Source: an optimization exercise on an open RTL-to-GDS flow (aim: small area, a short achievable clock period and few clock cycles). Production flows keep margins and buffers that such runs may drop.
RTL that was checked went through simulation tests only; none was proved equivalent to the original.
The RTL of runs 1 to 4 was laid out without a check of its function.
No activity file was given, so power comes from the tool's default toggle rates.

===== flow/flow/run.sh =====
#!/bin/bash
# The standard layout, with the port buffers made from buf_2 cells instead of the
# slower cells buffer_ports picks by itself. Each tool's full output goes to its own log.
set -euo pipefail
bash standard.sh BUFFER_PORTS_ARGS="-buffer_cell sky130_fd_sc_hd__buf_2" finish > standard_flow.log 2>&1

===== flow/standard.sh =====
#!/bin/bash
# synth_recipe.tcl (not shown) runs the flow's synth.tcl, then flattens the netlist and writes it again
# the make line also repeats each setting of config.mk as NAME=value (left out here)
make -C /OpenROAD-flow-scripts/flow DESIGN_CONFIG=/design/flow/config.mk WORK_HOME=/design/flow/orfs CLKGATE_MAP_FILE= SYNTH_SCRIPT=/design/flow/synth_recipe.tcl "${@:-finish}"

===== flow/config.mk =====
export PLATFORM = sky130hd
export DESIGN_NAME = servo_bus_status_frame_parser_core
export DESIGN_NICKNAME = servo_bus_status_frame_parser_core
export VERILOG_FILES = /design/flow/design.v
export SDC_FILE = /design/flow/constraint.sdc
export NUM_CORES = 4
export LEC_CHECK = 0
export CAP_MARGIN = 20
export CORE_MARGIN = 2
export CORE_UTILIZATION = 40
export CTS_CLUSTER_DIAMETER = 100
export CTS_CLUSTER_SIZE = 24
export PLACE_DENSITY = 0.6
export SETUP_SLACK_MARGIN = 3.0
export SLEW_MARGIN = 20

===== flow/constraint.sdc =====
create_clock -name core_clock -period 5.0 [get_ports {i_clk}]
set_input_delay 1.0000 -clock core_clock [delete_from_list [all_inputs] [get_ports {i_clk}]]
set_output_delay 1.0000 -clock core_clock [all_outputs]
set_load 0.01 [all_outputs]

===== flow/design.v =====
package sbsp_pkg;
    localparam int MAX_PARAMS = 48;
    localparam int BYTE_W     = 8;
    localparam int PAR_W      = 6;
    localparam int LEN_W      = 6;
    localparam int CFG_IDX_W  = 1;
    localparam int CFG_DATA_W = 8;
    localparam logic [BYTE_W-1:0] HDR_BYTE       = 8'hFF;
    localparam logic [BYTE_W-1:0] SCAN_MAX       = 8'hFF;
    localparam logic [BYTE_W-1:0] MIN_LENGTH     = 8'd2;
    localparam logic [BYTE_W-1:0] MAX_FRAME_LEN  = BYTE_W'(MAX_PARAMS + 2);
    localparam logic [BYTE_W-1:0] SCAN_LIMIT_RST = 8'd50;
    localparam logic [LEN_W-1:0]  MAX_LENGTH_RST = 6'd50;
    localparam logic [CFG_IDX_W-1:0] CFG_SCAN_LIMIT = 1'b0;
    localparam logic [CFG_IDX_W-1:0] CFG_MAX_LENGTH = 1'b1;
    typedef enum logic [1:0] {
        ST_OK     = 2'd0,
        ST_NOHDR  = 2'd1,
        ST_BADLEN = 2'd2,
        ST_BADSUM = 2'd3
    } t_status;
    typedef enum logic [6:0] {
        PH_HUNT  = 7'b0000001,
        PH_ID    = 7'b0000010,
        PH_LEN   = 7'b0000100,
        PH_ERR   = 7'b0001000,
        PH_PARAM = 7'b0010000,
        PH_CHK   = 7'b0100000,
        PH_DRAIN = 7'b1000000
    } t_phase;
    typedef struct packed {
        logic              we;
        logic [PAR_W-1:0]  waddr;
        logic [BYTE_W-1:0] wdata;
        logic              re;
        logic [PAR_W-1:0]  raddr;
    } t_buf_req;
endpackage
import sbsp_pkg::*;
module sbsp_param_buf (
    input  logic                        i_clk,
    input  logic                        i_we,
    input  logic [5:0]                  i_whi,
    input  logic [7:0]                  i_wlo,
    input  logic [sbsp_pkg::BYTE_W-1:0] i_wdata,
    input  logic [5:0]                  i_rhi,
    input  logic [7:0]                  i_rlo,
    output logic [sbsp_pkg::BYTE_W-1:0] o_rdata
);
    logic [BYTE_W-1:0] mem [MAX_PARAMS];
    logic [BYTE_W-1:0] grp [6];
    always_ff @(posedge i_clk) begin
        for (int g = 0; g < 6; g++) begin
            for (int j = 0; j < 8; j++) begin
                if (i_we && i_whi[g] && i_wlo[j]) mem[g*8+j] <= i_wdata;
            end
        end
    end
    always_comb begin
        o_rdata = '0;
        for (int g = 0; g < 6; g++) begin
            grp[g] = '0;
            for (int j = 0; j < 8; j++) begin
                grp[g] = grp[g] | (mem[g*8+j] & {BYTE_W{i_rlo[j]}});
            end
            o_rdata = o_rdata | (grp[g] & {BYTE_W{i_rhi[g]}});
        end
    end
endmodule
import sbsp_pkg::*;
module servo_bus_status_frame_parser_core (
    input  logic                            i_clk,
    input  logic                            i_rst_n,
    input  logic                            i_cfg_we,
    input  logic [sbsp_pkg::CFG_IDX_W-1:0]  i_cfg_idx,
    input  logic [sbsp_pkg::CFG_DATA_W-1:0] i_cfg_data,
    input  logic                            i_rx_valid,
    output logic                            o_rx_ready,
    input  logic [sbsp_pkg::BYTE_W-1:0]     i_rx_byte,
    output logic                            o_res_valid,
    input  logic                            i_res_ready,
    output logic [1:0]                      o_res_status,
    output logic [sbsp_pkg::BYTE_W-1:0]     o_res_servo_id,
    output logic [sbsp_pkg::BYTE_W-1:0]     o_res_error_byte,
    output logic                            o_res_data_valid,
    output logic [sbsp_pkg::BYTE_W-1:0]     o_res_data_byte,
    output logic [sbsp_pkg::PAR_W-1:0]      o_res_data_index,
    output logic                            o_res_last
);
    localparam int QD = 3;                  
    localparam int QW = 2;
    logic [BYTE_W-1:0] r_scan_limit, n_scan_limit;
    logic [LEN_W-1:0]  r_max_length;
    always_comb begin
        n_scan_limit = r_scan_limit;
        if (!i_rst_n)                                     n_scan_limit = SCAN_LIMIT_RST;
        else if (i_cfg_we && i_cfg_idx == CFG_SCAN_LIMIT) n_scan_limit = i_cfg_data;
    end
    always_ff @(posedge i_clk) begin
        r_scan_limit <= n_scan_limit;
        if (!i_rst_n)                                     r_max_length <= MAX_LENGTH_RST;
        else if (i_cfg_we && i_cfg_idx == CFG_MAX_LENGTH) r_max_length <= i_cfg_data[LEN_W-1:0];
    end
    logic              r_rdy;
    logic              r_bv;
    logic [BYTE_W-1:0] r_b;
    assign o_rx_ready = r_rdy;
    always_ff @(posedge i_clk) begin
        r_b <= i_rx_byte;
        if (!i_rst_n) r_bv <= 1'b0;
        else          r_bv <= i_rx_valid && r_rdy;
    end
    logic r_ph_h, r_ph_i, r_ph_l, r_ph_e, r_ph_p, r_ph_c;
    logic n_ph_h, n_ph_i, n_ph_l, n_ph_e, n_ph_p, n_ph_c;
    logic              r_pff,   n_pff;       
    logic [BYTE_W-1:0] r_sc,    n_sc;        
    logic              hit;                  
    logic [BYTE_W-1:0] r_id,    n_id;
    logic [BYTE_W-1:0] r_er,    n_er;
    logic [BYTE_W-1:0] r_sum,   n_sum;
    logic              r_lbad,  n_lbad;      
    logic              r_l2,    n_l2;        
    logic [PAR_W-1:0]  r_cnt,   n_cnt;       
    logic              r_cz,    n_cz;        
    logic              r_c1,    n_c1;        
    logic              r_lge4,  n_lge4;      
    logic [PAR_W-1:0]  r_lix,   n_lix;       
    logic [5:0]        r_wh;                 
    logic [7:0]        r_wl;                 
    logic [2:0]        r_fh;                 
    logic [2:0]        r_fl;                 
    logic [2:0]        wh_enc, wl_enc;
    logic [5:0]        fh_dec;
    logic [7:0]        fl_dec;
    always_comb begin
        wh_enc = '0;
        wl_enc = '0;
        for (int g = 0; g < 6; g++) if (r_wh[g]) wh_enc = wh_enc | 3'(g);
        for (int j = 0; j < 8; j++) if (r_wl[j]) wl_enc = wl_enc | 3'(j);
        for (int g = 0; g < 6; g++) fh_dec[g] = (r_fh == 3'(g));
        for (int j = 0; j < 8; j++) fl_dec[j] = (r_fl == 3'(j));
    end
    logic              r_disc;               
    logic              buf_we;
    logic              is_ff;
    logic              len_ok;
    logic              sum_ok;
    logic              push;
    logic [1:0]        push_st;
    logic              push_dv;
    logic [BYTE_W-1:0] push_id;
    logic [BYTE_W-1:0] push_er;
    logic              disc;
    assign is_ff  = &r_b;
    assign hit    = r_sc >= r_scan_limit;
    assign len_ok = (r_b >= MIN_LENGTH) && (r_b[7:6] == 2'b00)
                 && (r_b[5:0] <= r_max_length) && (r_b <= MAX_FRAME_LEN);
    assign sum_ok = &(r_b ^ r_sum);
    assign buf_we = r_bv && r_ph_p;
    always_comb begin
        n_ph_h = r_ph_h; n_ph_i = r_ph_i; n_ph_l = r_ph_l;
        n_ph_e = r_ph_e; n_ph_p = r_ph_p; n_ph_c = r_ph_c;
        n_pff  = r_pff;
        n_sc   = r_sc;
        n_id   = r_id;
        n_er   = r_er;
        n_sum  = r_bv ? r_sum + r_b : r_sum;
        n_lbad = r_lbad;
        n_l2   = r_l2;
        n_cnt  = r_cnt;
        n_cz   = r_cz;
        n_c1   = r_c1;
        n_lge4 = r_lge4;
        n_lix  = r_lix;
        push    = 1'b0;
        disc    = 1'b0;
        if (r_bv) begin
            if (r_ph_h) begin
                if (r_pff && is_ff) begin
                    n_ph_h = 1'b0; n_ph_i = 1'b1;
                    n_pff  = 1'b0;
                    n_sc   = 8'd1;
                end else if (hit) begin
                    push    = 1'b1;
                    n_pff   = 1'b0;
                    n_sc    = 8'd1;
                end else begin
                    n_pff = is_ff;
                    n_sc  = (r_sc != SCAN_MAX) ? r_sc + 8'd1 : r_sc;
                end
            end
            if (r_ph_i) begin
                n_id   = r_b;
                n_sum  = r_b;
                n_ph_i = 1'b0; n_ph_l = 1'b1;
            end
            if (r_ph_l) begin
                n_lbad = !len_ok;
                n_l2   = (r_b[5:0] == 6'd2);
                n_cnt  = r_b[5:0] - 6'd3;
                n_lix  = r_b[5:0] - 6'd3;
                n_cz   = (r_b[5:0] == 6'd3);
                n_c1   = (r_b[5:0] == 6'd4);
                n_lge4 = (r_b[5:0] >= 6'd4);
                n_ph_l = 1'b0; n_ph_e = 1'b1;
            end
            if (r_ph_e) begin
                n_er   = r_b;
                n_ph_e = 1'b0;
                if (r_lbad) begin
                    push    = 1'b1;
                    n_ph_h  = 1'b1;
                end else if (r_l2) begin
                    n_ph_c = 1'b1;
                end else begin
                    n_ph_p = 1'b1;
                end
            end
            if (r_ph_p) begin
                n_cnt  = r_cnt - 6'd1;
                n_cz   = r_c1;
                n_c1   = (r_cnt == 6'd2);
                if (r_cz) begin
                    n_ph_p = 1'b0; n_ph_c = 1'b1;
                end
            end
            if (r_ph_c) begin
                push    = 1'b1;
                n_ph_c  = 1'b0; n_ph_h = 1'b1;
                disc    = !sum_ok && !r_l2;
            end
            if (!r_ph_h && !r_ph_c && !(r_ph_e && r_lbad)) begin
                n_pff = 1'b0;
                n_sc  = 8'd1;
            end
        end
    end
    always_comb begin
        if (r_ph_h) begin
            push_st = ST_NOHDR;
            push_dv = 1'b0;
            push_id = '0;
            push_er = '0;
        end else if (r_ph_e) begin
            push_st = ST_BADLEN;
            push_dv = 1'b0;
            push_id = r_id;
            push_er = r_b;
        end else begin
            push_st = sum_ok ? ST_OK : ST_BADSUM;
            push_dv = sum_ok && !r_l2;
            push_id = r_id;
            push_er = r_er;
        end
    end
    always_ff @(posedge i_clk) begin
        if (!i_rst_n) begin
            r_ph_h <= 1'b1; r_ph_i <= 1'b0; r_ph_l <= 1'b0;
            r_ph_e <= 1'b0; r_ph_p <= 1'b0; r_ph_c <= 1'b0;
            r_pff  <= 1'b0;
            r_sc   <= 8'd1;
            r_wh   <= 6'd1;
            r_wl   <= 8'd1;
            r_fh   <= '0;
            r_fl   <= '0;
            r_disc <= 1'b0;
        end else begin
            r_ph_h <= n_ph_h; r_ph_i <= n_ph_i; r_ph_l <= n_ph_l;
            r_ph_e <= n_ph_e; r_ph_p <= n_ph_p; r_ph_c <= n_ph_c;
            r_pff  <= n_pff;
            r_sc   <= n_sc;
            if (r_disc) begin
                r_wh <= fh_dec;
                r_wl <= fl_dec;
            end else if (buf_we) begin
                r_wl <= {r_wl[6:0], r_wl[7]};
                if (r_wl[7]) r_wh <= {r_wh[4:0], r_wh[5]};
            end
            if (r_ph_i) begin
                r_fh <= wh_enc;
                r_fl <= wl_enc;
            end
            r_disc <= disc;
        end
    end
    always_ff @(posedge i_clk) begin
        r_id   <= n_id;
        r_er   <= n_er;
        r_sum  <= n_sum;
        r_lbad <= n_lbad;
        r_l2   <= n_l2;
        r_cnt  <= n_cnt;
        r_cz   <= n_cz;
        r_c1   <= n_c1;
        r_lge4 <= n_lge4;
        r_lix  <= n_lix;
    end
    logic [5:0]        r_rh;                 
    logic [7:0]        r_rl;                 
    logic [BYTE_W-1:0] buf_rdata;
    sbsp_param_buf u_param_buf (
        .i_clk   (i_clk),
        .i_we    (buf_we),
        .i_whi   (r_wh),
        .i_wlo   (r_wl),
        .i_wdata (r_b),
        .i_rhi   (r_rh),
        .i_rlo   (r_rl),
        .o_rdata (buf_rdata)
    );
    logic [1:0]        q_st  [QD];
    logic [BYTE_W-1:0] q_id  [QD];
    logic [BYTE_W-1:0] q_er  [QD];
    logic [PAR_W-1:0]  q_lix [QD];
    logic [QW-1:0]     r_qh, r_qt;
    logic [QW:0]       r_qn;
    logic              r_pushd;
    logic              q_full;
    logic              pop;
    assign q_full = (r_qn == (QW+1)'(QD)) || (r_pushd && r_qn == (QW+1)'(QD - 1));
    always_ff @(posedge i_clk) begin
        if (r_bv && !q_full) begin
            q_st[r_qt]  <= push_st;
            q_id[r_qt]  <= push_id;
            q_er[r_qt]  <= push_er;
            q_lix[r_qt] <= r_lix;
        end
    end
    logic              r_ov;
    logic [1:0]        r_ost;
    logic [BYTE_W-1:0] r_oid;
    logic [BYTE_W-1:0] r_oer;
    logic              r_odv;
    logic [BYTE_W-1:0] r_obyte;
    logic [PAR_W-1:0]  r_oidx;
    logic              r_olast;
    logic              r_rd;
    logic              r_act;                
    logic [PAR_W-1:0]  r_arem;               
    logic              r_al;                 
    logic              r_hdv;                
    logic              r_hs;                 
    logic              ld;
    logic              qne;
    logic              take;
    logic              rd;
    logic [QW-1:0]     qh1;
    assign ld   = !r_ov || i_res_ready;
    assign qne  = (r_qn != '0);
    assign take = ld && (r_act || qne);
    assign pop  = take && !r_act;
    assign rd   = take && (r_act || r_hdv);
    assign qh1  = (r_qh == QW'(QD - 1)) ? '0 : r_qh + 1'b1;
    logic dv_h, dv_h1, s_h, s_h1;
    assign dv_h  = (q_st[r_qh] == ST_OK) && !(q_lix[r_qh][5] && q_lix[r_qh][4]);
    assign dv_h1 = (q_st[qh1] == ST_OK) && !(q_lix[qh1][5] && q_lix[qh1][4]);
    assign s_h   = !dv_h  || (q_lix[r_qh] == '0);
    assign s_h1  = !dv_h1 || (q_lix[qh1] == '0);
    logic [QW:0] qn_pop, qn_keep;
    assign qn_pop  = r_pushd ? r_qn : r_qn - 1'b1;
    assign qn_keep = r_pushd ? r_qn + 1'b1 : r_qn;
    always_ff @(posedge i_clk) begin
        if (!i_rst_n) begin
            r_ov    <= 1'b0;
            r_qh    <= '0;
            r_qt    <= '0;
            r_qn    <= '0;
            r_pushd <= 1'b0;
            r_act   <= 1'b0;
            r_rh    <= 6'd1;
            r_rl    <= 8'd1;
            r_rd    <= 1'b0;
        end else begin
            if (ld) r_ov <= r_act || qne;
            if (push) r_qt <= (r_qt == QW'(QD - 1)) ? '0 : r_qt + 1'b1;
            if (pop)  r_qh <= qh1;
            r_pushd <= push;
            r_qn    <= pop ? qn_pop : qn_keep;
            if (take) r_act <= r_act ? !r_al : (r_hdv && !r_hs);
            if (rd) begin
                r_rl <= {r_rl[6:0], r_rl[7]};
                if (r_rl[7]) r_rh <= {r_rh[4:0], r_rh[5]};
            end
            r_rd <= rd;
        end
    end
    always_ff @(posedge i_clk) begin
        if (!qne) begin
            r_hdv <= dv_h;
            r_hs  <= s_h;
        end else if (pop) begin
            r_hdv <= dv_h1;
            r_hs  <= s_h1;
        end
        if (take) begin
            r_arem <= r_act ? r_arem - 6'd1 : q_lix[r_qh] - 6'd1;
            r_al   <= r_act ? (r_arem == 6'd1) : (q_lix[r_qh] == 6'd1);
        end
    end
    always_ff @(posedge i_clk) begin
        if (ld) begin
            if (r_act) begin
                r_obyte <= buf_rdata;
                r_oidx  <= r_oidx + 6'd1;
                r_olast <= r_al;
            end else begin
                r_ost   <= q_st[r_qh];
                r_oid   <= q_id[r_qh];
                r_oer   <= q_er[r_qh];
                r_odv   <= r_hdv;
                r_obyte <= r_hdv ? buf_rdata : '0;
                r_oidx  <= '0;
                r_olast <= r_hs;
            end
        end
    end
    assign o_res_valid      = r_ov;
    assign o_res_status     = r_ost;
    assign o_res_servo_id   = r_oid;
    assign o_res_error_byte = r_oer;
    assign o_res_data_valid = r_odv;
    assign o_res_data_byte  = r_obyte;
    assign o_res_data_index = r_oidx;
    assign o_res_last       = r_olast;
    logic [PAR_W-1:0] r_occ;
    always_ff @(posedge i_clk) begin
        if (!i_rst_n)    r_occ <= '0;
        else if (r_disc) r_occ <= r_occ + ~r_lix - {5'd0, r_rd};
        else             r_occ <= r_occ + {5'd0, buf_we} - {5'd0, r_rd};
    end
    logic       quiet;        
    logic       far;          
    logic       lim_small;
    logic       q_ok;
    logic       b_ok;
    logic [1:0] wsum;         
    logic r_far;
    always_ff @(posedge i_clk) begin
        if (!i_rst_n) r_far <= 1'b0;
        else          r_far <= !i_cfg_we && (({1'b0, r_sc} + 9'd3) < {1'b0, r_scan_limit});
    end
    assign far = r_far;
    assign lim_small = (r_scan_limit <= 8'd2) || i_cfg_we;
    assign quiet = !i_cfg_we && ((r_ph_p && !r_cz && (!r_c1 || !r_bv))
                              || (r_ph_e && !r_lbad && r_lge4)
                              || (r_ph_h && far));
    logic [QW:0] q_cnt;
    assign q_cnt = r_qn + {{QW{1'b0}}, r_pushd};
    always_comb begin
        if (lim_small) q_ok = (q_cnt <= (QW+1)'(QD - 3)) || (pop && q_cnt <= (QW+1)'(QD - 2));
        else           q_ok = (q_cnt <= (QW+1)'(QD - 1)) || pop;
    end
    always_comb begin
        wsum = 2'd0;
        if (r_ph_p) begin
            if (r_cz)                  wsum = 2'd1;
            else if (r_c1 || !r_bv)    wsum = 2'd2;
            else                       wsum = 2'd3;
        end else if (r_ph_e && !r_lbad) begin
            wsum = {1'b0, !r_l2} + {1'b0, r_lge4};
        end else if (r_ph_l) begin
            wsum = 2'd1;
        end
    end
    always_comb begin
        case (wsum)
            2'd0:    b_ok = 1'b1;
            2'd1:    b_ok = (r_occ <= 6'd47);
            2'd2:    b_ok = (r_occ <= 6'd46);
            default: b_ok = (r_occ <= 6'd45);
        endcase
    end
    always_ff @(posedge i_clk) begin
        if (!i_rst_n) r_rdy <= 1'b0;
        else          r_rdy <= (quiet || q_ok) && b_ok;
    end
endmodule

==> flow_summary.yaml, run 1 <==
outcome:
  status: "timing/DRC/antenna clean"
synthesis:
  netlist_area_um2: 25800
  synthArstFlopShare_pct: 0
  synth_area_leaders: "edfxtp_1 62%, dfxtp_1 7.9%, a22oi_1 6.4%"
  synthFlopType: "edfxtp_1"
  ys_seq_elements: 634
  synth_top_cell_by_area: "edfxtp_1"
  synth_edf_count: 532
  yosysWarnings: 4
  yosysSeqAreaShare_pct: 69.9
  ys_types: 70
  synth_cells: 1854
  synth_nets: 1944
  synth.avg_cell_area_um2: 13.9
  yosysTopAreaCellShare_pct: 62.0
pwr:
  power.density_nw_per_um2: 386
  leakagePower_nw: 9.79
  total_power_mw: 11.3
  ir_drop_mv: 0.302
hold_path:
  hp-class: "register to register"
  hold_depth: 2
  hold_start: "r_max_length[2]$_SDFFE_PN0P_"
  min_to: "r_max_length[2]$_SDFFE_PN0P_"
floorplanning:
  die-area_um2: 66500
  top_level_ports: 58
  die_height_um: 258
  core_area_um2: 64100
  num_rows: 93
  fp.dieW_um: 258
  start_util_pct: 40.2
global_routing:
  grt-ovfl-total: 0
  grt_max_degree: 57
  antenna_found_initial: 2
  grt_pass1_wl_um: 102000
  grt_use_total_pct: 20.2
  grt_pass1_vias: 15703
worst_setup_path:
  cp-startpoint: "r_obyte[6]$_DFFE_PN_"
  reg2regPathDepth: 11
  max_stage_delay_ns: 0.43
  crit_buf_inv: 1
  critPathKind: "register to primary output"
  worstPathRequired_ns: 4.00
  path_cells: "buf_6"
  cp_max_fo: 1
  rrSetupSlack_ns: 2.94
  cpLargestDelayFamily: "flip-flops"
  crit_path_top_delay_cell: "edfxtp_1"
  r2r_end: "r_occ[4]$_SDFF_PN0_"
  critPathLaunchType: "register"
  regToRegStartpoint: "r_lix[0]$_DFFE_PP_"
  crit_arrival_ns: 1.22
  end_kind: "primary output"
clock_tree:
  cts_max_level: 1
  clock-sinks: 634
  clock_latency_ns: 0.64
  cts_buffer_depth: 3
  tritoncts: "built"
  numCtsBuffers: 31
  cts-root-buf: "clkbuf_16"
  hold_buffers: 0
  cts.clk_slew.worst_paths_ns: 0.10
drt:
  wirelength_um: 69700
  drt-pass1-iter-count: 6
  detail_route.wl_per_cell_um: 24.9
  viasPerCell: 5.68
  drt_iter0_markers: 1421
  drcViolationCount: 0
  vias: 15922
  ant_nets: 0
timing:
  setup_tns_ns: 0
  max_slew_margin_pct: 31.5
  fin_crit_sh_pct: 44.4
  max_freq_mhz: 451
  tightest_slew_ns: 1.02
  setup_violations: 0
  clock_skew_ns: 0.0294
  drv_slew: 0
  period_minus_slack_ns: 2.22
  finalHoldViolCount: 0
  grt_setup_unrepaired: "true"
placement:
  portBuffers: 57
  dp_hpwl_um: 36700
  place_congestion: 0.809
cells_and_area:
  drive_gt1_share_pct: 17.3
  syn2layout_area_growth_pct: 13.8
  layout.nets: 2015
  mostFrequentLayoutCell: "edfxtp_1"
  n_antenna_cell: 0
  final_cell_mix: "532 x edfxtp_1, 207 x a22oi_1, 101 x nand2_1, 87 x a21oi_1, 75 x nor2_1"
flow_run:
  drv_cap: 0
==> how the worst max path moves through the flow <==
stage                                       to  depth (start not counted)
after floorplan           r_qn[2]$_SDFFE_PN0P_                          8
after global placement    r_wl[0]$_SDFFE_PN1P_                          4
after detailed placement  r_wl[0]$_SDFFE_PN1P_                          4
after CTS                  o_res_data_index[0]                          1
after global routing       o_res_data_index[0]                          1
final                       o_res_data_byte[6]                          1
==> flip-flops by register name, summed over array words and instances, names as in the netlist, 6 cells and up, named ones only <==
register and count:
r_sum 8, r_lix 6, q_lix 18, r_cnt 6, r_sc 8, r_oidx 6
u_param_buf.mem 384, r_oid 8, r_obyte 8, r_rl 8, r_rh 6, r_wl 8
r_b 8, r_wh 6, r_id 8, r_occ 6, r_oer 8, r_er 8
q_id 24, r_arem 6, r_scan_limit 8, q_er 24, r_max_length 6, q_st 6
==> stage by stage <==
stage          setup slack, ns  hold WS, ns  instances  util, %  instance area [um^2]
3_5_place_dp              2.25        0.453       2663     42.0                 26900
4_1_cts                   2.73        0.448       2774     44.8                 28700
6_report                  2.78        0.466       2805     45.7                 29300
2_1_floorplan             2.66        0.436       1854        -                 25900
5_1_grt                   2.75        0.458       2805     45.7                 29300
3_3_place_gp              2.28        0.453       2663     42.0                 26900
==> power by group <==
part           leakage, nW  switching [mW]  total, mW  internal (mW)
Combinational         3.63            1.22       2.15          0.932
Sequential            5.72           0.266       6.31           6.04
Clock                0.436            1.66       2.86           1.20
==> area by class of cell <==
| class | count | area (um^2) |
|---|---|---|
| Inverter | 59 | 244 |
| Tap cell | 855 | 1070 |
| Clock buffer | 53 | 858 |
| Sequential cell | 634 | 18100 |
| Fill cell | 5620 | 34800 |
| Clock inverter | 5 | 56.3 |
| Multi-Input combinational cell | 1041 | 7570 |
| Timing Repair Buffer | 158 | 1390 |
==> cell usage after synthesis, drive strengths merged (14+ instances only) <==
cell type / n
dfxtp: 102
nor2b: 30
xor2: 21
edfxtp: 532
a21oi: 92
nor2: 80
nor3: 26
nand3: 32
a22oi: 220
nand2: 102
mux2: 14
nand4: 57
and3: 52
clkbuf: 93
o21ai: 50
ha: 64
xnor2: 22
mux2i: 43
buf: 27
inv: 59
==> routing by layer <==
| metal | global-route usage, % | routed length (um) | up-vias |
|---|---|---|---|
| li1 | - | - | 7269 |
| met1 | 27.3 | 29100 | 8016 |
| met2 | 34.8 | 34200 | 534 |
| met3 | 2.55 | 4360 | 103 |
| met4 | 5.01 | 2070 | 0 |
| met5 | 0 | 0 | - |
==> timing repair <==
action	4_1_cts	5_1_grt
gates resized for setup	80	68
cloned	0	0
pin swaps	10	30
setup endpoints to repair	484	91
buffers inserted	53	31
==> logic make-up after synthesis <==
| kind of cell | after synthesis | synth area share, % |
|---|---|---|
| buf+inv | 179 | 2.69 |
| mux | 57 | 2.30 |
| xor+xnor | 43 | 1.46 |
| fa+ha+maj | 69 | 3.46 |
| simple gates | 431 | 8.61 |
| flops | 634 | 69.9 |
| compound gates | 441 | 11.6 |
==> run 2, diff against run 1 <==
--- a/flow/design.v
+++ b/flow/design.v
@@ -102,14 +102,11 @@
         else if (i_cfg_we && i_cfg_idx == CFG_MAX_LENGTH) r_max_length <= i_cfg_data[LEN_W-1:0];
     end
     logic              r_rdy;
-    logic              r_bv;
-    logic [BYTE_W-1:0] r_b;
+    logic              acc;                  
+    logic [BYTE_W-1:0] rxb;
     assign o_rx_ready = r_rdy;
-    always_ff @(posedge i_clk) begin
-        r_b <= i_rx_byte;
-        if (!i_rst_n) r_bv <= 1'b0;
-        else          r_bv <= i_rx_valid && r_rdy;
-    end
+    assign acc        = i_rx_valid && r_rdy;
+    assign rxb        = i_rx_byte;
     logic r_ph_h, r_ph_i, r_ph_l, r_ph_e, r_ph_p, r_ph_c;
     logic n_ph_h, n_ph_i, n_ph_l, n_ph_e, n_ph_p, n_ph_c;
     logic              r_pff,   n_pff;       
@@ -151,12 +148,12 @@
     logic [BYTE_W-1:0] push_id;
     logic [BYTE_W-1:0] push_er;
     logic              disc;
-    assign is_ff  = &r_b;
+    assign is_ff  = &rxb;
     assign hit    = r_sc >= r_scan_limit;
-    assign len_ok = (r_b >= MIN_LENGTH) && (r_b[7:6] == 2'b00)
-                 && (r_b[5:0] <= r_max_length) && (r_b <= MAX_FRAME_LEN);
-    assign sum_ok = &(r_b ^ r_sum);
-    assign buf_we = r_bv && r_ph_p;
+    assign len_ok = (rxb >= MIN_LENGTH) && (rxb[7:6] == 2'b00)
+                 && (rxb[5:0] <= r_max_length) && (rxb <= MAX_FRAME_LEN);
+    assign sum_ok = &(rxb ^ r_sum);
+    assign buf_we = acc && r_ph_p;
     always_comb begin
         n_ph_h = r_ph_h; n_ph_i = r_ph_i; n_ph_l = r_ph_l;
         n_ph_e = r_ph_e; n_ph_p = r_ph_p; n_ph_c = r_ph_c;
@@ -164,7 +161,7 @@
         n_sc   = r_sc;
         n_id   = r_id;
         n_er   = r_er;
-        n_sum  = r_bv ? r_sum + r_b : r_sum;
+        n_sum  = acc ? r_sum + rxb : r_sum;
         n_lbad = r_lbad;
         n_l2   = r_l2;
         n_cnt  = r_cnt;
@@ -174,7 +171,7 @@
         n_lix  = r_lix;
         push    = 1'b0;
         disc    = 1'b0;
-        if (r_bv) begin
+        if (acc) begin
             if (r_ph_h) begin
                 if (r_pff && is_ff) begin
                     n_ph_h = 1'b0; n_ph_i = 1'b1;
@@ -190,22 +187,22 @@
                 end
             end
             if (r_ph_i) begin
-                n_id   = r_b;
-                n_sum  = r_b;
+                n_id   = rxb;
+                n_sum  = rxb;
                 n_ph_i = 1'b0; n_ph_l = 1'b1;
             end
             if (r_ph_l) begin
                 n_lbad = !len_ok;
-                n_l2   = (r_b[5:0] == 6'd2);
-                n_cnt  = r_b[5:0] - 6'd3;
-                n_lix  = r_b[5:0] - 6'd3;
-                n_cz   = (r_b[5:0] == 6'd3);
-                n_c1   = (r_b[5:0] == 6'd4);
-                n_lge4 = (r_b[5:0] >= 6'd4);
+                n_l2   = (rxb[5:0] == 6'd2);
+                n_cnt  = rxb[5:0] - 6'd3;
+                n_lix  = rxb[5:0] - 6'd3;
+                n_cz   = (rxb[5:0] == 6'd3);
+                n_c1   = (rxb[5:0] == 6'd4);
+                n_lge4 = (rxb[5:0] >= 6'd4);
                 n_ph_l = 1'b0; n_ph_e = 1'b1;
             end
             if (r_ph_e) begin
-                n_er   = r_b;
+                n_er   = rxb;
                 n_ph_e = 1'b0;
                 if (r_lbad) begin
                     push    = 1'b1;
@@ -245,7 +242,7 @@
             push_st = ST_BADLEN;
             push_dv = 1'b0;
             push_id = r_id;
-            push_er = r_b;
+            push_er = rxb;
         end else begin
             push_st = sum_ok ? ST_OK : ST_BADSUM;
             push_dv = sum_ok && !r_l2;
@@ -303,7 +300,7 @@
         .i_we    (buf_we),
         .i_whi   (r_wh),
         .i_wlo   (r_wl),
-        .i_wdata (r_b),
+        .i_wdata (rxb),
         .i_rhi   (r_rh),
         .i_rlo   (r_rl),
         .o_rdata (buf_rdata)
@@ -319,7 +316,7 @@
     logic              pop;
     assign q_full = (r_qn == (QW+1)'(QD)) || (r_pushd && r_qn == (QW+1)'(QD - 1));
     always_ff @(posedge i_clk) begin
-        if (r_bv && !q_full) begin
+        if (acc && !q_full) begin
             q_st[r_qt]  <= push_st;
             q_id[r_qt]  <= push_id;
             q_er[r_qt]  <= push_er;
@@ -336,7 +333,8 @@
     logic              r_olast;
     logic              r_rd;
     logic              r_act;                
-    logic [PAR_W-1:0]  r_arem;               
+    logic [PAR_W-1:0]  r_alix;               
+    logic [PAR_W-1:0]  r_rk;                 
     logic              r_al;                 
     logic              r_hdv;                
     logic              r_hs;                 
@@ -393,15 +391,16 @@
             r_hs  <= s_h1;
         end
         if (take) begin
-            r_arem <= r_act ? r_arem - 6'd1 : q_lix[r_qh] - 6'd1;
-            r_al   <= r_act ? (r_arem == 6'd1) : (q_lix[r_qh] == 6'd1);
+            r_rk <= r_act ? r_rk + 6'd1 : 6'd1;
+            r_al <= r_act ? ((r_rk + 6'd1) == r_alix) : (q_lix[r_qh] == 6'd1);
         end
+        if (pop) r_alix <= q_lix[r_qh];
     end
     always_ff @(posedge i_clk) begin
         if (ld) begin
             if (r_act) begin
                 r_obyte <= buf_rdata;
-                r_oidx  <= r_oidx + 6'd1;
+                r_oidx  <= r_rk;
                 r_olast <= r_al;
             end else begin
                 r_ost   <= q_st[r_qh];
@@ -428,50 +427,33 @@
         else if (r_disc) r_occ <= r_occ + ~r_lix - {5'd0, r_rd};
         else             r_occ <= r_occ + {5'd0, buf_we} - {5'd0, r_rd};
     end
-    logic       quiet;        
-    logic       far;          
-    logic       lim_small;
-    logic       q_ok;
-    logic       b_ok;
-    logic [1:0] wsum;         
-    logic r_far;
-    always_ff @(posedge i_clk) begin
-        if (!i_rst_n) r_far <= 1'b0;
-        else          r_far <= !i_cfg_we && (({1'b0, r_sc} + 9'd3) < {1'b0, r_scan_limit});
-    end
-    assign far = r_far;
-    assign lim_small = (r_scan_limit <= 8'd2) || i_cfg_we;
-    assign quiet = !i_cfg_we && ((r_ph_p && !r_cz && (!r_c1 || !r_bv))
-                              || (r_ph_e && !r_lbad && r_lge4)
-                              || (r_ph_h && far));
-    logic [QW:0] q_cnt;
-    assign q_cnt = r_qn + {{QW{1'b0}}, r_pushd};
+    logic          e0, e1;    
+    logic          w0, w1;    
+    logic          hit1;      
+    logic          lim_small;
+    logic          q_ok;
+    logic          b_ok;
+    logic [QW+1:0] q_need;
+    assign hit1      = ({1'b0, r_sc} + 9'd1) >= {1'b0, r_scan_limit};
+    assign lim_small = (r_scan_limit <= 8'd1) || i_cfg_we;
+    assign e0        = acc && (r_ph_c || (r_ph_e && r_lbad) || (r_ph_h && hit));
+    assign w0        = buf_we;
     always_comb begin
-        if (lim_small) q_ok = (q_cnt <= (QW+1)'(QD - 3)) || (pop && q_cnt <= (QW+1)'(QD - 2));
-        else           q_ok = (q_cnt <= (QW+1)'(QD - 1)) || pop;
-    end
-    always_comb begin
-        wsum = 2'd0;
-        if (r_ph_p) begin
-            if (r_cz)                  wsum = 2'd1;
-            else if (r_c1 || !r_bv)    wsum = 2'd2;
-            else                       wsum = 2'd3;
-        end else if (r_ph_e && !r_lbad) begin
-            wsum = {1'b0, !r_l2} + {1'b0, r_lge4};
-        end else if (r_ph_l) begin
-            wsum = 2'd1;
+        if (acc) begin
+            e1 = (r_ph_p && r_cz) || (r_ph_e && !r_lbad && r_l2) || r_ph_l || (r_ph_h && hit1);
+            w1 = (r_ph_p && !r_cz) || (r_ph_e && !r_lbad && !r_l2);
+        end else begin
+            e1 = r_ph_c || (r_ph_e && r_lbad) || (r_ph_h && hit);
+            w1 = r_ph_p;
         end
     end
-    always_comb begin
-        case (wsum)
-            2'd0:    b_ok = 1'b1;
-            2'd1:    b_ok = (r_occ <= 6'd47);
-            2'd2:    b_ok = (r_occ <= 6'd46);
-            default: b_ok = (r_occ <= 6'd45);
-        endcase
-    end
+    logic [QW:0] q_cnt;
+    assign q_cnt  = r_qn + {{QW{1'b0}}, r_pushd};
+    assign q_need = {1'b0, q_cnt} + (lim_small ? (QW+2)'(2) : (QW+2)'(e0) + (QW+2)'(e1));
+    assign q_ok   = q_need <= (QW+2)'(QD) + (QW+2)'(pop);
+    assign b_ok   = ({1'b0, r_occ} + 7'(w0) + 7'(w1)) <= 7'(MAX_PARAMS);
     always_ff @(posedge i_clk) begin
         if (!i_rst_n) r_rdy <= 1'b0;
-        else          r_rdy <= (quiet || q_ok) && b_ok;
+        else          r_rdy <= q_ok && b_ok;
     end
 endmodule
==> flow_summary.yaml, run 2 <==
drt:
  wirelength_um: 67400
  detail_route.wl_per_cell_um: 23.8
  drcViolationCount: 0
  vias: 16154
  drt-pass1-iter-count: 5
  ant_nets: 0
  viasPerCell: 5.71
  drt_iter0_markers: 1518
clock_tree:
  cts-root-buf: "clkbuf_16"
  cts.clk_slew.worst_paths_ns: 0.10
  clock_latency_ns: 0.63
  clock-sinks: 629
  tritoncts: "built"
  cts_max_level: 1
  cts_buffer_depth: 3
  numCtsBuffers: 31
worst_setup_path:
  cp_max_fo: 4
  critPathKind: "register to register"
  crit_path_top_delay_cell: "dfxtp_4"
  end_kind: "register"
  worstPathRequired_ns: 5.57
  timing.critical_path.mode_cell: "buf_6"
  critPathLaunchType: "register"
  crit_arrival_ns: 4.51
  max_stage_delay_ns: 0.39
synthesis:
  synth.most_common_cell: "edfxtp_1"
  synth_area_leaders: "edfxtp_1 63%, dfxtp_1 7.1%, a22oi_1 6.3%"
  yosysWarnings: 4
  synth.avg_cell_area_um2: 13.8
  netlist_area_um2: 25800
  synthTopCellsByCount: "537 x edfxtp_1, 216 x a22oi_1, 112 x nand2_1"
  yosysSeqAreaShare_pct: 69.7
  ys_types: 70
  synth_edf_count: 537
  synth_nets: 1956
  synthFlopType: "edfxtp_1"
  synth_top_cell_by_area: "edfxtp_1"
  synthArstFlopShare_pct: 0
  synth_cells: 1863
  yosysTopAreaCellShare_pct: 62.5
  ys_seq_elements: 629
pwr:
  p_clk_share_pct: 24.3
  leakagePower_nw: 9.82
  total_power_mw: 11.8
  switchingPower_mw: 3.45
  seq_power_share_pct: 53.5
  power.density_nw_per_um2: 395
  ir_drop_mv: 0.291
  intPower_mw: 8.38
  swShare_pct: 29.2
  power_frac_comb_pct: 22.2
placement:
  placedCellCount: 2685
  portBuffers: 57
  dp_hpwl_um: 39000
  place_area_um2: 27400
  place_congestion: 0.821
cells_and_area:
  largest_reg_flops: 384
  drive_gt1_share_pct: 19.8
  fin_cells: 2830
  syn2layout_area_growth_pct: 16.0
  regMostFlops: "u_param_buf.mem"
  n_antenna_cell: 0
  fin_util_pct: 46.7
  layout.nets: 2043
  mostFrequentLayoutCell: "edfxtp_1"
  final_area_um2: 29900
  top_regs: "u_param_buf.mem x384, q_er x24, q_id x24"
  final_cell_mix: "537 x edfxtp_1, 209 x a22oi_1, 109 x nand2_1, 79 x nor2_1, 73 x a21oi_1"
hold_path:
  hp-class: "register to register"
outcome:
  status: "timing/DRC/antenna clean"
floorplanning:
  die-area_um2: 66500
  core_area_um2: 64100
  fp.dieW_um: 258
  top_level_ports: 58
  die_height_um: 258
  num_rows: 93
  start_util_pct: 40.2
flow_run:
  drv_cap: 0
timing:
  period_minus_slack_ns: 3.94
  drv_slew: 0
  finalHoldViolCount: 0
  setup_violations: 0
  max_slew_margin_pct: 40.5
  tightest_slew_ns: 0.890
  max_freq_mhz: 254
  grt_setup_unrepaired: "true"
  setup_tns_ns: 0
  fin_crit_sh_pct: 78.8
  clock_skew_ns: 0.0341
global_routing:
  grt_pass1_vias: 15811
  grt_max_degree: 59
  antenna_found_initial: 1
  grt_pass1_wl_um: 98200
  grt-ovfl-total: 0
  grt_use_total_pct: 19.2
run 2: cell count changes after synthesis, moves of 7 or more:
cell,change
nand2_1,+11
o21ai_0,+16
inv_1,+10
a21oi_1,-11
o21ai_1,-12
dfxtp_1,-10
nor2b_1,-13
and2_1,+14
o21a_1,+7
run 2: repair_timing:
item / CTS / global route
setup buffers: 40 / 36
pin swaps: 29 / 35
hold buffers: 0 / 0
setup endpoints to repair: 487 / 510
cloned: 1 / 10
resized for setup: 96 / 103
run 2: layout make-up:
cell class                 instances  area, um^2
timing repair inverter             2        22.5
fill                            5521       34200
clock buffer                      54         862
inverter                          69         305
multi-input combinational       1052        7960
timing repair buffer             165        1610
tap                              855        1070
clock inverter                     4        61.3
sequential                       629       18000
run 2: power by group through the flow:
stage          clock, mW  combinational (mW)  sequential (mW)
2_1_floorplan          0                1.63             6.41
3_3_place_gp           0                2.28             6.46
3_5_place_dp           0                2.34             6.47
4_1_cts             2.92                2.42             6.36
5_1_grt             3.11                2.91             6.38
6_report            2.87                2.63             6.33
run 2: kinds of logic (layout without fill, tap and decap cells):
group	after synthesis	in the layout	share of synthesized area, %
multiplexers	49	49	1.97
adder cells (fa/ha/maj)	71	71	3.62
flip-flops	629	629	69.7
AND/OR/NAND/NOR	444	447	8.75
XOR/XNOR	40	40	1.36
AO/OA/AOI/OAI	445	445	11.8
buffers and inverters	185	294	2.81
run 2: worst paths after layout:
path                                                endpoint                         start  depth (start not counted)  slack, ns
worst max-delay path                    r_sc[4]$_SDFFE_PN0P_          r_sc[1]$_SDFFE_PN0P_                         33       1.06
worst min-delay path            r_scan_limit[3]$_SDFFE_PN0P_  r_scan_limit[3]$_SDFFE_PN0P_                          2       0.47
worst min register to register  r_scan_limit[3]$_SDFFE_PN0P_  r_scan_limit[3]$_SDFFE_PN0P_                          2       0.47
worst max register to register          r_sc[4]$_SDFFE_PN0P_          r_sc[1]$_SDFFE_PN0P_                         33       1.06
run 2: routing by layer:
layer  vias to the layer above  part of all wire, %  global-route usage [%]
met5                         -                    0                       0
met4                         0                  2.2                    4.05
met3                        94                  5.8                    2.13
met2                       540                   49                    33.8
met1                      8199                   43                    25.8
li1                       7321                    -                       -
run 2: through the flow:
stage	setup WS, ns	hold slack (ns)
2_1_floorplan	1.38	0.436
3_3_place_gp	0.957	0.449
3_5_place_dp	0.901	0.451
4_1_cts	1.16	0.466
5_1_grt	0.943	0.496
6_report	1.06	0.467
run 2: worst max-delay path, delay by kind of cell, from the launching register on:
kind                     cells  cell delay [ns]
AO/OA/AOI/OAI                2             0.20
flip-flops                   1             0.39
adder cells (fa/ha/maj)      1             0.15
buffers and inverters       28             2.95
AND/OR/NAND/NOR              2             0.16
==> run 3, diff against run 2 <==
--- a/flow/design.v
+++ b/flow/design.v
@@ -87,8 +87,8 @@
     output logic [sbsp_pkg::PAR_W-1:0]      o_res_data_index,
     output logic                            o_res_last
 );
-    localparam int QD = 3;                  
-    localparam int QW = 2;
+    localparam int QD = 2;                  
+    localparam int QW = 1;
     logic [BYTE_W-1:0] r_scan_limit, n_scan_limit;
     logic [LEN_W-1:0]  r_max_length;
     always_comb begin
==> flow_summary.yaml, run 3 <==
worst_setup_path:
  critPathLaunchType: "register"
  end_kind: "register"
  worstPathRequired_ns: 5.47
  regToRegStartpoint: "r_sc[1]$_SDFFE_PN0P_"
  reg2regPathDepth: 16
  critPathKind: "register to register"
  crit_arrival_ns: 3.95
  rrSetupSlack_ns: 1.52
  cp_max_fo: 4
  cp-startpoint: "r_sc[1]$_SDFFE_PN0P_"
  r2r_end: "r_rdy$_SDFF_PN0_"
global_routing:
  grt_pass1_wl_um: 90600
  grt_use_total_pct: 18.9
  grt_max_degree: 57
  antenna_found_initial: 1
  grt-ovfl-total: 0
  grt_pass1_vias: 14606
cells_and_area:
  n_antenna_cell: 0
  syn2layout_area_growth_pct: 12.9
  regMostFlops: "u_param_buf.mem"
  layout.nets: 1836
  layout.filler_cells: 5275
  drive_gt1_share_pct: 19.3
  largest_reg_flops: 384
  mostFrequentLayoutCell: "edfxtp_1"
  top_regs: "u_param_buf.mem x384, q_er x16, q_id x16"
  final_cell_mix: "513 x edfxtp_1, 210 x a22oi_1, 72 x nor2_1, 61 x nand2_1, 60 x dfxtp_1"
pwr:
  power.density_nw_per_um2: 387
  ir_drop_mv: 0.333
  leakagePower_nw: 8.93
clock_tree:
  numCtsBuffers: 29
  cts_max_level: 1
  cts_buffer_depth: 3
  hold_buffers: 0
  cts-root-buf: "clkbuf_16"
  clock_latency_ns: 0.62
  cts.clk_slew.worst_paths_ns: 0.10
  clock-sinks: 601
  tritoncts: "built"
drt:
  detail_route.wl_per_cell_um: 24.0
  ant_nets: 0
  viasPerCell: 5.78
  drt_iter0_markers: 1525
  vias: 14733
  drt-pass1-iter-count: 5
  wirelength_um: 61200
  drcViolationCount: 0
timing:
  max_slew_margin_pct: 35.9
  clock_skew_ns: 0.0326
  period_minus_slack_ns: 3.48
  max_freq_mhz: 287
  tightest_slew_ns: 0.961
  finalHoldViolCount: 0
  drv_slew: 0
  grt_setup_unrepaired: "true"
  setup_tns_ns: 0
  setup_violations: 0
  worst_slack_ns: 1.52
  fin_crit_sh_pct: 69.7
hold_path:
  min_to: "r_scan_limit[2]$_SDFFE_PN0P_"
  hold_depth: 2
  hp-class: "register to register"
  hold_start: "r_scan_limit[2]$_SDFFE_PN0P_"
synthesis:
  synth-compound-area-share_pct: 11.6
  synthArstFlopShare_pct: 0
  synthTopCellsByCount: "513 x edfxtp_1, 217 x a22oi_1, 93 x clkbuf_1"
  ys_types: 70
  synth_cells: 1714
  synth_area_leaders: "edfxtp_1 63%, dfxtp_1 7.2%, a22oi_1 6.6%"
  yosysTopAreaCellShare_pct: 62.9
  synthFlopType: "edfxtp_1"
  synth_top_cell_by_area: "edfxtp_1"
  synth_nets: 1805
  synth.most_common_cell: "edfxtp_1"
  yosysWarnings: 4
  synth_xor_area_share_pct: 1.50
  netlist_area_um2: 24500
  synth_fa_ha_area_share_pct: 3.68
  synthSimpleGateAreaFrac_pct: 8.11
  synthMuxAreaShare_pct: 2.42
  yosysSeqAreaShare_pct: 70.0
  ys_seq_elements: 601
  synth_top_family_by_area: "compound AO/OA/AOI/OAI gates"
  synth_edf_count: 513
  synth.avg_cell_area_um2: 14.3
placement:
  dp_hpwl_um: 36900
  place_congestion: 0.834
  portBuffers: 57
  pre_cts_ws_ns: 1.37
floorplanning:
  core_area_um2: 60500
  start_util_pct: 40.5
  fp.dieW_um: 252
  top_level_ports: 58
  die_height_um: 252
  num_rows: 90
  die-area_um2: 63300
outcome:
  status: "timing/DRC/antenna clean"
flow_run:
  drv_cap: 0
[run 3: cell types whose count changed in the layout (fill, tap and decap cells not counted), sizes merged, moves of 8 or more]
cell	before	now
a21oi	84	61
and2	24	13
buf	160	105
clkbuf	59	49
edfxtp	537	513
inv	72	63
mux2	13	32
mux2i	36	23
nand2	116	67
nor2	86	78
nor2b	17	26
o21ai	54	32
[run 3: worst max path at each step]
| stage | end | cells after the start |
|---|---|---|
| global route | r_rdy$_SDFF_PN0_ | 16 |
| CTS | r_rdy$_SDFF_PN0_ | 16 |
| floorplan | r_rdy$_SDFF_PN0_ | 16 |
| finish | r_rdy$_SDFF_PN0_ | 16 |
| detailed placement | r_rdy$_SDFF_PN0_ | 13 |
| global placement | r_rdy$_SDFF_PN0_ | 16 |
[run 3: report_power, final]
part	internal, mW	leakage [nW]	switching (mW)	total, mW
Combinational	0.880	3.12	1.14	2.02
Clock	1.12	0.409	1.55	2.67
Sequential	5.77	5.40	0.234	6.01
[run 3: metrics by stage]
stage                     power [mW]  hold slack (ns)  area, um^2  utilization (%)  std cells
after floorplan                 7.32            0.427       25100                -       1714
after global placement          7.86            0.453       25900             42.9       2462
after detailed placement        7.91            0.451       25900             42.9       2462
after CTS                       10.7            0.463       27300             45.2       2537
after global routing            11.2            0.479       27700             45.7       2550
final                           10.7            0.461       27700             45.7       2550
[run 3: worst max-delay path, cell delays in order, from the launching register on]
cell and delay, ns:
dfxtp_4 0.39, ha_4 0.17, and4_4 0.23, nand2_2 0.08, xnor2_1 0.15, ha_1 0.33, nand3_1 0.11, o21ai_2 0.16
a31oi_1 0.11, a31oi_1 0.19, ha_1 0.24, and2_1 0.14, ha_1 0.18, inv_1 0.07, fa_1 0.40, o311ai_2 0.31
a311oi_2 0.07
[run 3: final cells by class]
class | count | area (um^2) | area share, %
Timing Repair Buffer | 105 | 870 | 3.14
Multi-Input combinational cell | 948 | 7470 | 27.0
Timing Repair inverter | 1 | 8.76 | 0.0317
Tap cell | 782 | 978 | 3.54
Sequential cell | 601 | 17200 | 62.3
Inverter | 59 | 245 | 0.887
Clock buffer | 49 | 801 | 2.90
Clock inverter | 5 | 50.0 | 0.181
[run 3: logic make-up after synthesis]
family	Yosys count
compound gates	400
fa+ha+maj	69
xor+xnor	42
flops	601
buf+inv	167
mux	55
simple gates	380
[run 3: per-layer routing]
layer	global-route usage [%]	wire, um
met1	25.4	26100
met3	2.85	3550
met5	0	0
met4	4.76	1300
met2	32.1	30300
[run 3: what timing repair did]
| item | 4_1_cts | 5_1_grt |
|---|---|---|
| endpoints found under the setup margin | 524 | 113 |
| setup buffers | 18 | 13 |
| pin swaps | 14 | 20 |
| cloned | 3 | 0 |
| resized for setup | 93 | 49 |
==> run 4, diff against run 3 <==
--- a/flow/design.v
+++ b/flow/design.v
@@ -433,8 +433,12 @@
     logic          lim_small;
     logic          q_ok;
     logic          b_ok;
-    logic [QW+1:0] q_need;
-    assign hit1      = ({1'b0, r_sc} + 9'd1) >= {1'b0, r_scan_limit};
+    logic r_near;
+    always_ff @(posedge i_clk) begin
+        if (!i_rst_n) r_near <= 1'b1;
+        else          r_near <= i_cfg_we || (({1'b0, r_sc} + 9'd2) >= {1'b0, r_scan_limit});
+    end
+    assign hit1      = r_near;
     assign lim_small = (r_scan_limit <= 8'd1) || i_cfg_we;
     assign e0        = acc && (r_ph_c || (r_ph_e && r_lbad) || (r_ph_h && hit));
     assign w0        = buf_we;
@@ -449,9 +453,17 @@
     end
     logic [QW:0] q_cnt;
     assign q_cnt  = r_qn + {{QW{1'b0}}, r_pushd};
-    assign q_need = {1'b0, q_cnt} + (lim_small ? (QW+2)'(2) : (QW+2)'(e0) + (QW+2)'(e1));
-    assign q_ok   = q_need <= (QW+2)'(QD) + (QW+2)'(pop);
-    assign b_ok   = ({1'b0, r_occ} + 7'(w0) + 7'(w1)) <= 7'(MAX_PARAMS);
+    logic q_le1, q_le2;       
+    assign q_le1 = (q_cnt <= (QW+1)'(QD - 1)) || pop;
+    assign q_le2 = (q_cnt <= (QW+1)'(QD - 2)) || (pop && q_cnt <= (QW+1)'(QD - 1));
+    always_comb begin
+        if (lim_small || (e0 && e1)) q_ok = q_le2;
+        else if (e0 || e1)           q_ok = q_le1;
+        else                         q_ok = 1'b1;
+        if (w0 && w1)                b_ok = (r_occ <= 6'd46);
+        else if (w0 || w1)           b_ok = (r_occ <= 6'd47);
+        else                         b_ok = 1'b1;
+    end
     always_ff @(posedge i_clk) begin
         if (!i_rst_n) r_rdy <= 1'b0;
         else          r_rdy <= q_ok && b_ok;
==> flow_summary.yaml, run 4 <==
outcome:
  status: "timing/DRC/antenna clean"
timing:
  worst_slack_ns: 2.74
  max_freq_mhz: 442
  tightest_slew_ns: 0.855
  finalHoldViolCount: 0
  drv_slew: 0
  worst_hold_slack_ns: 0.471
  setup_tns_ns: 0
  fin_crit_sh_pct: 45.3
  setup_violations: 0
  max_slew_margin_pct: 42.9
  grt_setup_unrepaired: "true"
  clock_skew_ns: 0.0363
  period_minus_slack_ns: 2.26
clock_tree:
  clock_latency_ns: 0.64
  cts_max_level: 1
  cts_buffer_depth: 3
  cts-root-buf: "clkbuf_16"
  tritoncts: "built"
  numCtsBuffers: 31
  cts.clk_slew.worst_paths_ns: 0.09
  clock-sinks: 602
synthesis:
  ys_seq_elements: 602
  synth_top_cell_by_area: "edfxtp_1"
  ys_types: 68
  synth_edf_count: 513
  synth_area_leaders: "edfxtp_1 63%, dfxtp_1 7.3%, a22oi_1 6.6%"
  synthTopCellsByCount: "513 x edfxtp_1, 216 x a22oi_1, 94 x clkbuf_1"
  synthArstFlopShare_pct: 0
  yosysSeqAreaShare_pct: 70.3
  synth.most_common_cell: "edfxtp_1"
  synthFlopType: "edfxtp_1"
  synth.avg_cell_area_um2: 14.3
  yosysTopAreaCellShare_pct: 63.0
  netlist_area_um2: 24400
  yosysWarnings: 4
  synth_nets: 1789
  synth_cells: 1705
pwr:
  power.density_nw_per_um2: 384
  ir_drop_mv: 0.313
  total_power_mw: 10.7
  leakagePower_nw: 9.27
drt:
  vias: 15025
  ant_nets: 0
  viasPerCell: 5.82
  drt-pass1-iter-count: 5
  drt_iter0_markers: 1296
  detail_route.wl_per_cell_um: 24.5
  wirelength_um: 63200
  drcViolationCount: 0
floorplanning:
  die_height_um: 251
  die-area_um2: 63100
  core_area_um2: 60400
  num_rows: 90
  start_util_pct: 40.5
  top_level_ports: 58
  fp.dieW_um: 251
placement:
  pre_cts_ws_ns: 1.68
  dp_hpwl_um: 36200
  place_congestion: 0.820
  portBuffers: 57
flow_run:
  drv_cap: 0
global_routing:
  grt-ovfl-total: 0
  antenna_found_initial: 2
  grt_pass1_vias: 14886
  grt_use_total_pct: 19.2
  grt_max_degree: 56
  grt_pass1_wl_um: 92500
cells_and_area:
  regMostFlops: "u_param_buf.mem"
  top_regs: "u_param_buf.mem x384, q_er x16, q_id x16"
  drive_gt1_share_pct: 21.1
  largest_reg_flops: 384
  syn2layout_area_growth_pct: 14.4
  mostFrequentLayoutCell: "edfxtp_1"
  final_cell_mix: "513 x edfxtp_1, 212 x a22oi_1, 76 x nand2_1, 63 x dfxtp_1"
  layout.nets: 1859
worst_setup_path:
  cpLargestDelayFamily: "flip-flops"
  crit_buf_inv: 1
  max_stage_delay_ns: 0.47
  critPathKind: "register to primary output"
  worstPathRequired_ns: 4.00
  cp_max_fo: 3
  crit_arrival_ns: 1.26
  crit_path_top_delay_cell: "dfxtp_2"
  end_kind: "primary output"
  path_cells: "buf_2"
  critPathLaunchType: "register"
hold_path:
  hp-class: "register to register"
==> run 4: changes by cell type after synthesis, sizes merged, moves of 4 or more <==
cell	change
nor3b	+4
nor2	-17
o22a	-5
a21boi	+6
ha	-5
and2	+7
nand3	-5
a21oi	-4
o311ai	-4
nand2b	-4
a211oi	-6
nand2	+13
==> run 4: per-layer routing <==
metal / part of all wire, % / GRT usage, %
met5: 0 / 0
met4: 3.0 / 6.68
met3: 6.6 / 2.33
met2: 48 / 32.2
met1: 42 / 26.0
==> run 4: final timing paths <==
check / startpoint / end / slack [ns] / cells after the start
min reg2reg: r_max_length[3]$_SDFFE_PN0P_ / r_max_length[3]$_SDFFE_PN0P_ / 0.47 / 2
min: r_max_length[3]$_SDFFE_PN0P_ / r_max_length[3]$_SDFFE_PN0P_ / 0.47 / 2
max: r_rdy$_SDFF_PN0_ / o_rx_ready / 2.74 / 1
max reg2reg: r_sc[1]$_SDFFE_PN0P_ / r_rdy$_SDFF_PN0_ / 2.76 / 8
==> run 4: kinds of logic after synthesis <==
group	after synthesis	share of synthesized area (%)
flip-flops	602	70.3
AND/OR/NAND/NOR	384	8.28
XOR/XNOR	42	1.50
multiplexers	59	2.62
adder cells (fa/ha/maj)	62	3.27
AO/OA/AOI/OAI	391	11.4
buffers and inverters	165	2.62
==> run 4: cell type report <==
class                           instances  area, um^2
Inverter                               59         258
Clock inverter                          6        93.8
Timing Repair Buffer                  138        1250
Multi-Input combinational cell        940        7240
Sequential cell                       602       17200
Clock buffer                           52         876
Antenna cell                            1        2.50
Fill cell                            5288       32400
Timing Repair inverter                  3        26.3
Tap cell                              782         978
==> run 4: report_power, final <==
| group | switching (mW) | internal, mW |
|---|---|---|
| clock | 1.64 | 1.25 |
| sequential | 0.197 | 5.75 |
| combinational | 1.06 | 0.847 |
==> run 4: stage by stage <==
stage | area (um^2) | util, % | std cells
2_1_floorplan | 24900 | - | 1705
3_3_place_gp | 25800 | 42.8 | 2458
3_5_place_dp | 25800 | 42.8 | 2458
4_1_cts | 27400 | 45.4 | 2541
5_1_grt | 28000 | 46.3 | 2583
6_report | 28000 | 46.3 | 2583
==> run 4: timing repair <==
item	CTS	global route
hold buffers	0	0
hold endpoints to repair	0	0
gates cloned	4	4
setup endpoints to repair	485	114
pin swaps	27	33
setup buffers	21	37
gates resized for setup	90	49
==> run 5, diff against run 4 <==
--- a/flow/design.v
+++ b/flow/design.v
@@ -87,8 +87,8 @@
     output logic [sbsp_pkg::PAR_W-1:0]      o_res_data_index,
     output logic                            o_res_last
 );
-    localparam int QD = 2;                  
-    localparam int QW = 1;
+    localparam int QD = 3;                  
+    localparam int QW = 2;
     logic [BYTE_W-1:0] r_scan_limit, n_scan_limit;
     logic [LEN_W-1:0]  r_max_length;
     always_comb begin
--- a/flow/config.mk
+++ b/flow/config.mk
@@ -8,8 +8,8 @@
 export CAP_MARGIN = 20
 export CORE_MARGIN = 2
 export CORE_UTILIZATION = 40
-export CTS_CLUSTER_DIAMETER = 100
-export CTS_CLUSTER_SIZE = 24
+export CTS_CLUSTER_DIAMETER = 80
+export CTS_CLUSTER_SIZE = 20
 export PLACE_DENSITY = 0.6
 export SETUP_SLACK_MARGIN = 3.0
 export SLEW_MARGIN = 20
==> flow_summary.yaml, run 5 <==
synthesis:
  synthSimpleGateAreaFrac_pct: 8.56
  synthTopCellsByCount: "537 x edfxtp_1, 217 x a22oi_1, 107 x nand2_1"
  synth_xor_area_share_pct: 1.37
  synth_area_leaders: "edfxtp_1 63%, dfxtp_1 7.3%, a22oi_1 6.4%"
  yosysWarnings: 4
  synth_cells: 1821
  synth_edf_count: 537
  synthFlopType: "edfxtp_1"
  synth-compound-area-share_pct: 11.6
  yosysTopAreaCellShare_pct: 63.2
  ys_types: 67
  synthArstFlopShare_pct: 0
  ys_seq_elements: 630
  synth_top_cell_by_area: "edfxtp_1"
  synth.most_common_cell: "edfxtp_1"
  netlist_area_um2: 25500
  synthMuxAreaShare_pct: 2.17
  synth_top_family_by_area: "compound AO/OA/AOI/OAI gates"
  synth_fa_ha_area_share_pct: 3.11
  yosysSeqAreaShare_pct: 70.5
  synth.avg_cell_area_um2: 14.0
  synth_nets: 1904
worst_setup_path:
  crit_path_top_delay_cell: "edfxtp_1"
  cp_max_fo: 1
  crit_arrival_ns: 1.12
  critPathLaunchType: "register"
  max_stage_delay_ns: 0.38
  critPathKind: "register to primary output"
  cpLargestDelayFamily: "flip-flops"
  worstPathRequired_ns: 4.00
  crit_buf_inv: 1
  end_kind: "primary output"
  path_cells: "buf_2"
pwr:
  p_clk_share_pct: 28.1
  leakagePower_nw: 9.59
  intPower_mw: 8.66
  ir_drop_mv: 0.212
  switchingPower_mw: 3.40
  seq_power_share_pct: 52.4
  swShare_pct: 28.2
  power.density_nw_per_um2: 410
  total_power_mw: 12.1
  power_frac_comb_pct: 19.5
global_routing:
  grt_pass1_vias: 15466
  grt_pass1_wl_um: 96200
  antenna_found_initial: 2
  grt_max_degree: 50
  grt-ovfl-total: 0
  grt_use_total_pct: 19.1
outcome:
  status: "timing/DRC/antenna clean"
floorplanning:
  start_util_pct: 40.4
  num_rows: 92
  fp.dieW_um: 257
  die_height_um: 257
  die-area_um2: 65800
  core_area_um2: 63100
  top_level_ports: 58
timing:
  drv_slew: 0
  period_minus_slack_ns: 2.12
  max_slew_margin_pct: 50.8
  clock_skew_ns: 0.0360
  max_freq_mhz: 471
  grt_setup_unrepaired: "true"
  tightest_slew_ns: 0.735
  setup_violations: 0
  finalHoldViolCount: 0
  fin_crit_sh_pct: 42.4
  setup_tns_ns: 0
  worst_hold_slack_ns: 0.458
clock_tree:
  cts_buffer_depth: 3
  tritoncts: "built"
  cts_max_level: 2
  cts.clk_slew.worst_paths_ns: 0.08
  hold_buffers: 0
  cts-root-buf: "clkbuf_16"
  numCtsBuffers: 40
  clock-sinks: 630
  clock_latency_ns: 0.60
placement:
  portBuffers: 57
  dp_hpwl_um: 38500
  place_congestion: 0.796
  placedCellCount: 2634
hold_path:
  hp-class: "register to register"
drt:
  ant_nets: 0
  drt-pass1-iter-count: 5
  vias: 15596
  wirelength_um: 64700
  drcViolationCount: 0
  detail_route.wl_per_cell_um: 23.5
  drt_iter0_markers: 1424
  viasPerCell: 5.65
cells_and_area:
  fin_cells: 2758
  syn2layout_area_growth_pct: 15.4
  top_regs: "u_param_buf.mem x384, q_er x24, q_id x24"
  layout.nets: 1962
  fin_util_pct: 46.6
  drive_gt1_share_pct: 20.1
  mostFrequentLayoutCell: "edfxtp_1"
  regMostFlops: "u_param_buf.mem"
  layout.filler_cells: 5568
  final_cell_mix: "537 x edfxtp_1, 205 x a22oi_1, 105 x nand2_1, 70 x nor2_1"
  largest_reg_flops: 384
flow_run:
  drv_cap: 0
[run 5: cell families (layout without fill, tap and decap cells)]
family	count (synthesis)	after routing
fa+ha+maj	61	61
simple gates	426	429
xor+xnor	40	40
flops	630	630
compound gates	434	434
mux	54	54
buf+inv	176	263
other cells	0	1
[run 5: per-layer routing]
metal	global-route usage (%)	routed length, um
met5	0	13
met4	5.59	1600
met3	3.83	4140
met2	32.0	31800
met1	25.3	27200
[run 5: cell type report]
cell class                      instances  area, um^2  area share (%)
Clock buffer                           65        1140            3.87
Antenna cell                            1        2.50         0.00851
Sequential cell                       630       18100            61.4
Inverter                               60         256           0.872
Tap cell                              846        1060            3.60
Multi-Input combinational cell       1018        7660            26.1
Clock inverter                          9        97.6           0.332
Timing Repair Buffer                  129        1150            3.91
[run 5: final timing paths]
kind,slack [ns],startpoint,depth (start not counted),endpoint
setup / recovery,2.88,r_oer[2]$_DFFE_PP_,1,o_res_error_byte[2]
hold / removal,0.46,r_scan_limit[3]$_SDFFE_PN0P_,2,r_scan_limit[3]$_SDFFE_PN0P_
hold reg to reg,0.46,r_scan_limit[3]$_SDFFE_PN0P_,2,r_scan_limit[3]$_SDFFE_PN0P_
setup reg to reg,2.88,r_lix[0]$_DFFE_PP_,11,r_occ[4]$_SDFF_PN0_
[run 5: through the flow]
| step | instance area (um^2) | setup WS [ns] |
|---|---|---|
| 2_1_floorplan | 26000 | 2.35 |
| 5_1_grt | 29400 | 2.77 |
| 3_5_place_dp | 27000 | 1.92 |
| 3_3_place_gp | 27000 | 1.97 |
| 6_report | 29400 | 2.88 |
| 4_1_cts | 28800 | 2.79 |
[run 5: power by group through the flow]
stage | clock network, mW | logic [mW] | registers [mW]
final | 3.39 | 2.35 | 6.32
after global routing | 3.63 | 2.59 | 6.36
after CTS | 3.46 | 2.21 | 6.33
after detailed placement | 0 | 2.11 | 6.44
after global placement | 0 | 2.08 | 6.43
after floorplan | 0 | 1.49 | 6.38
[run 5: what timing repair did]
action | CTS | global route
endpoints found under the setup margin | 599 | 310
gates cloned | 4 | 2
buffers inserted | 20 | 23
resized for setup | 92 | 72
pin swaps | 21 | 32
[run 5: worst min-delay path: stages, from the launching register on]
cell and delay [ns]:
dfxtp_1 0.31, nand2_1 0.05, a21oi_1 0.05
Testbench counts of run 5, summed over its fixed seeds: cycles 43,305.

==> port drivers added, routing unchanged <==
How much do the figures lean on ideal ports? The routed layouts below were timed once more, with nothing changed but the port constraints.
Step 1, drivers: a clkbuf_16 drives i_clk and a buf_2 each remaining input, both assumed.
Step 2 also shifts input and output timing later by t, the mid clock arrival at the registers, as if the neighbouring blocks saw the same clock.
Slacks: no drivers / after step 1 / after step 2; pairs: no drivers / after step 1.
| run | shift t [ns] | setup slack, ns | hold WS [ns] |
|---|---|---|---|
| run 1 | 0.686 | 2.781 / 2.716 / 2.455 | 0.466 / 0.442 / 0.466 |
| run 2 | 0.678 | 1.059 / 1.059 / 1.059 | 0.467 / 0.467 / 0.467 |
| run 3 | 0.665 | 1.516 / 1.516 / 1.414 | 0.461 / 0.461 / 0.461 |
| run 4 | 0.688 | 2.735 / 2.676 / 2.060 | 0.471 / 0.471 / 0.471 |
| run 5 | 0.643 | 2.878 / 2.818 / 2.276 | 0.458 / 0.458 / 0.458 |
After both steps setup and hold are still met in every run listed. The setup slack of run 4, which loses most, moves by -0.059 ns with the drivers and by -0.675 ns with both steps.
